What follows belongs to an exercise in optimizing a design on an open flow for a short achievable clock period and few clock cycles per item; a production flow would make more cautious choices. Only simulation tests tie the RTL to the original design; equivalence was not proved. The clock port is modelled as an ideal driver, which makes a skipped or thinned clock tree look cheaper than it is; a real chip needs a root buffer or a tree. Power and IR drop assume default switching activity.

==> flow/design.v (excerpt) <==
module fpMulInputStage
(
    input  logic                           clk,
    input  logic                           rstn,
    input  logic                           i_valid,
    output logic                           o_inReady,
    input  logic [OP_W-1:0]                i_opA,
    input  logic [OP_W-1:0]                i_opB,
    input  logic [1:0]                     i_mode,
    output logic                           o_valid,
    input  logic                           i_outReady,
    output logic [LANES-1:0]               o_sign,
    output logic [LANES-1:0][EXPSUM_W-1:0] o_exp,
    output logic [LANES-1:0][SLICE_W-1:0]  o_manA,
    output logic [LANES-1:0][SLICE_W-1:0]  o_manB,
    output logic [1:0]                     o_mode
);
For scale: ~5200 cells after synthesis, about 1100 I/O pins, roughly 0.058 sq mm of cells after synthesis.
==> flow/config.mk <==
export PLATFORM = sky130hd
export DESIGN_NAME = fpMulInputStage
export DESIGN_NICKNAME = fpMulInputStage
export VERILOG_FILES = /design/flow/design.v
export SDC_FILE = /design/flow/constraint.sdc
export NUM_CORES = 4
export LEC_CHECK = 0
export CAP_MARGIN = 20
export CORE_AREA = 10 10 410 410
export DIE_AREA = 0 0 420 420
export SETUP_SLACK_MARGIN = 2.0
export SLEW_MARGIN = 20
export TNS_END_PERCENT = 30
==> flow/constraint.sdc <==
create_clock -name core_clock -period 3.2 [get_ports {clk}]
set_input_delay 0.6400 -clock core_clock [delete_from_list [all_inputs] [get_ports {clk}]]
set_output_delay 0.6400 -clock core_clock [all_outputs]
set_load 0.01 [all_outputs]
standard.sh (not shown) runs the stock make flow with config.mk's settings and CLKGATE_MAP_FILE= SYNTH_SCRIPT=/design/flow/synth_recipe.tcl, a recipe that flattens the netlist after the stock synthesis.
==> flow/flow/run.sh <==
#!/bin/bash
# Standard synthesis, floorplan and placement; then the standard CTS step with
# a hook (flow/mct.tcl) that swaps the port delay cells for plain buffers and
# builds a two-level clock tree in place of TritonCTS; then the standard
# routing and finish. Each make step writes its own log under orfs/logs.
set -euo pipefail
bash standard.sh synth > flow_synth.log 2>&1
bash standard.sh floorplan place > flow_place.log 2>&1
bash standard.sh PRE_CTS_TCL="$PWD/flow/mct.tcl" cts > flow_cts.log 2>&1
bash standard.sh finish > flow_finish.log 2>&1
Other scripts of this flow, unchanged in this note and not shown: flow/flow/mct.tcl
Testbench counts at the start, summed over its fixed seeds: cycles 16,016, items 16,000.
Change:
Settings changed: SETUP_SLACK_MARGIN 2.0 to 1.6.
=> Clock power decreases by about 0.7%; core utilization went down by 4.1 points; total power is lower by 4.3%; wire length falls by 8.1%; global-route usage is lower by 2.2 points; critical path depth shrinks by 6; via count shrinks by 5.7%; setup slack loses 0.0076 ns; final cell count shrinks by 2.8%; cell area drops by 7.5%; die area does not change.
In every run of this note, the design's own scripts or RTL, not TritonCTS, make the clock network.

Setup of lane 1:
Another version of the RTL of fpMulInputStage (not shown whole).
Size in the first run: ~1200 flip-flops, roughly 1100 I/O pins, ~0.057 sq mm of cells after synthesis.
export LEC_CHECK = 0
export CAP_MARGIN = 20
export CORE_AREA = 10 10 410 410
export DIE_AREA = 0 0 420 420
export SETUP_SLACK_MARGIN = 1.6
export SLEW_MARGIN = 20
export TNS_END_PERCENT = 30
create_clock -name core_clock -period 3.2 [get_ports {clk}]
==> flow/flow/run.sh <==
#!/bin/bash
# Standard layout, with one extra step after placement: the port buffers that
# buffer_ports inserts as delay cells (clkdlybuf4s50_1) are swapped for plain
# buffers of the same footprint, which the later timing repair may resize.
set -euo pipefail
bash standard.sh synth floorplan place > flow_place.log 2>&1
openroad -exit -no_splash flow/portbuf.tcl > flow_portbuf.log 2>&1
bash standard.sh finish > flow_finish.log 2>&1
==> flow/flow/portbuf.tcl <==
# Swap the delay cells that buffer_ports put on the ports for plain buffers.
set results orfs/results/sky130hd/fpMulInputStage/base
read_db $results/3_place.odb
set db [ord::get_db]
set buf [$db findMaster sky130_fd_sc_hd__buf_4]
set n 0
foreach inst [[ord::get_db_block] getInsts] {
  set name [$inst getName]
  if {([string match input* $name] || [string match output* $name]) &&
      [string match sky130_fd_sc_hd__clkdlybuf4s* [[$inst getMaster] getName]]} {
    $inst swapMaster $buf
    incr n
  }
}
puts "swapped $n port buffers to [$buf getName]"
detailed_placement
check_placement -verbose
write_db $results/3_place.odb
Lane 1 reached the final stage; the timing, design-rule and antenna checks on its layout passed.
Testbench counts of lane 1, summed over its fixed seeds: cycles 16,016, items 16,000.
## Diff of input files: lane 2 against lane 1
- changing CORE_AREA from 10 10 410 410 to 10 10 360 360
- changing DIE_AREA from 0 0 420 420 to 0 0 370 370
### Flow results
Wire length (lane 2 vs. lane 1) decreases by a few percent
Going from lane 1 to lane 2, area of all placed cells without fillers down about 0.6%; clock power down about 3%; reported leakage power flat.

## P
Another version of the RTL of fpMulInputStage (not shown whole).
Size in the first run: ~1300 flip-flops, ~58000 µm² of cells after synthesis.
// fpMulInputStage
module fpMulInputStage
(
    input  logic                           clk,
    input  logic                           rstn,
    input  logic                           i_valid,
    output logic                           o_inReady,
    input  logic [OP_W-1:0]                i_opA,
    input  logic [OP_W-1:0]                i_opB,
    input  logic [1:0]                     i_mode,
    output logic                           o_valid,
    input  logic                           i_outReady,
    output logic [LANES-1:0]               o_sign,
    output logic [LANES-1:0][EXPSUM_W-1:0] o_exp,
    output logic [LANES-1:0][SLICE_W-1:0]  o_manA,
    output logic [LANES-1:0][SLICE_W-1:0]  o_manB,
    output logic [1:0]                     o_mode
);
clock: 3.2 ns
lec_check: 0
cap_margin: 20
core_area: 10 10 410 410
die_area: 0 0 420 420
setup_slack_margin: 1.6
slew_margin: 20
tns_end_percent: 30
==> flow/flow/run.sh <==
#!/bin/bash
# Standard synthesis, floorplan and placement; then the standard CTS step with
# a hook (flow/mct.tcl) that swaps the port delay cells for plain buffers and
# builds a two-level clock tree in place of TritonCTS, and a hook
# (flow/post.tcl) that upsizes the flip-flops driving output ports; then the standard
# routing and finish. Each make step writes its own log under orfs/logs.
set -euo pipefail
bash standard.sh synth > flow_synth.log 2>&1
bash standard.sh floorplan place > flow_place.log 2>&1
bash standard.sh PRE_CTS_TCL="$PWD/flow/mct.tcl" POST_CTS_TCL="$PWD/flow/post.tcl" cts > flow_cts.log 2>&1
bash standard.sh finish > flow_finish.log 2>&1
==> flow/flow/post.tcl <==
# Hook sourced by ORFS cts.tcl after its timing repair (POST_CTS_TCL): the
# flip-flops that drive output-port buffers get the strongest drive of their
# own cell type (the long wire to the port buffer is their main load), then
# the placement is legalized again.
set n 0
foreach bt [[ord::get_db_block] getBTerms] {
  if {[$bt getIoType] ne "OUTPUT"} { continue }
  set net [$bt getNet]
  if {$net eq "NULL"} { continue }
  foreach it [$net getITerms] {
    if {![$it isOutputSignal]} { continue }
    set buf [$it getInst]
    set a [$buf findITerm A]
    if {$a eq "NULL"} { continue }
    set anet [$a getNet]
    foreach d [$anet getITerms] {
      if {![$d isOutputSignal]} { continue }
      set ff [$d getInst]
      set m [[$ff getMaster] getName]
      if {[regexp {^(sky130_fd_sc_hd__df[a-z]+)_[12]$} $m -> base]} {
        set big [[ord::get_db] findMaster ${base}_4]
        if {$big ne "NULL"} { $ff swapMaster $big; incr n }
      }
    }
  }
}
puts "upsized $n output flip-flops"
detailed_placement
check_placement -verbose
Other scripts of this flow, unchanged in this note and not shown: flow/flow/mct.tcl
Testbench counts of P, summed over its fixed seeds: cycles 16,016, items 16,000.
Changes in Q relative to P:
==> flow/flow/run.sh <==
#!/bin/bash
# Standard synthesis, floorplan and placement; then the standard CTS step with
# a hook (flow/mct.tcl) that swaps the port delay cells for plain buffers and
# builds a two-level clock tree in place of TritonCTS; then the standard
# routing and finish. Each make step writes its own log under orfs/logs.
set -euo pipefail
bash standard.sh synth > flow_synth.log 2>&1
bash standard.sh floorplan place > flow_place.log 2>&1
bash standard.sh PRE_CTS_TCL="$PWD/flow/mct.tcl" cts > flow_cts.log 2>&1
bash standard.sh finish > flow_finish.log 2>&1
removed: flow/flow/post.tcl
==> comparison <==
Sort Q and P by portion of total power attributed to combinational logic asc -> top: P. On minimum clock period after layout, P loses to Q. When Q is set beside P, its area added between synthesis and finish turns out to be 1.2 points smaller. Changes observed in Q relative to P: total area of multi-input combinational cells increased by 2.3% relative to the old numbers, final total power decreased by 0.81% relative to the old numbers, core occupancy in the finished layout decreased by 0.45 points relative to the old numbers, final routed wirelength across all metal layers increased by about 1% relative to the old numbers. Compared P against Q; combinational cell power within noise. Any difference in fraction of power consumed by the clock network between Q and P is small enough to ignore.
No run of this note takes its clock network from TritonCTS; it comes from the design's own scripts or RTL.

## re-timing with driven ports
Ports are ideal in the flow. The routed layouts listed here were re-timed in OpenROAD.
Step 1: set_driving_cell puts a clkbuf_16 on clk and a buf_2 on each other input, an assumption about the parent block.
Step 2, shift: input delay + t, output delay - t, t = (earliest + latest rising clock arrival at the registers) / 2. This alone moves slack from input paths to output paths.
Slacks: no drivers / after step 1 / after step 2; pairs: no drivers / after step 1.
| run | t (ns) | setup slack, ns | hold WS [ns] | cell pins on the clock port's net |
|---|---|---|---|---|
| the first run of note 1 | 0.714 | 1.352 / 1.155 / 0.866 | 0.131 / -0.010 / 0.442 | 4 |
| the second run of note 1 | 0.713 | 1.344 / 1.146 / 0.863 | 0.128 / -0.014 / 0.433 | 4 |
| lane 1 | 0.852 | 1.146 / 1.056 / 0.500 | 0.106 / 0.079 / 0.424 | 1 |
| lane 2 | 0.831 | 1.111 / 1.025 / 0.474 | 0.097 / 0.051 / 0.421 | 1 |
| P | 0.715 | 1.279 / 1.092 / 0.793 | 0.076 / -0.055 / 0.417 | 4 |
| Q | 0.725 | 1.319 / 1.127 / 0.814 | 0.074 / -0.062 / 0.413 | 4 |
After both steps setup and hold are still met in every run listed. For lane 1, which loses most, drivers alone change the setup slack by -0.090 ns; drivers and shift together by -0.646 ns.
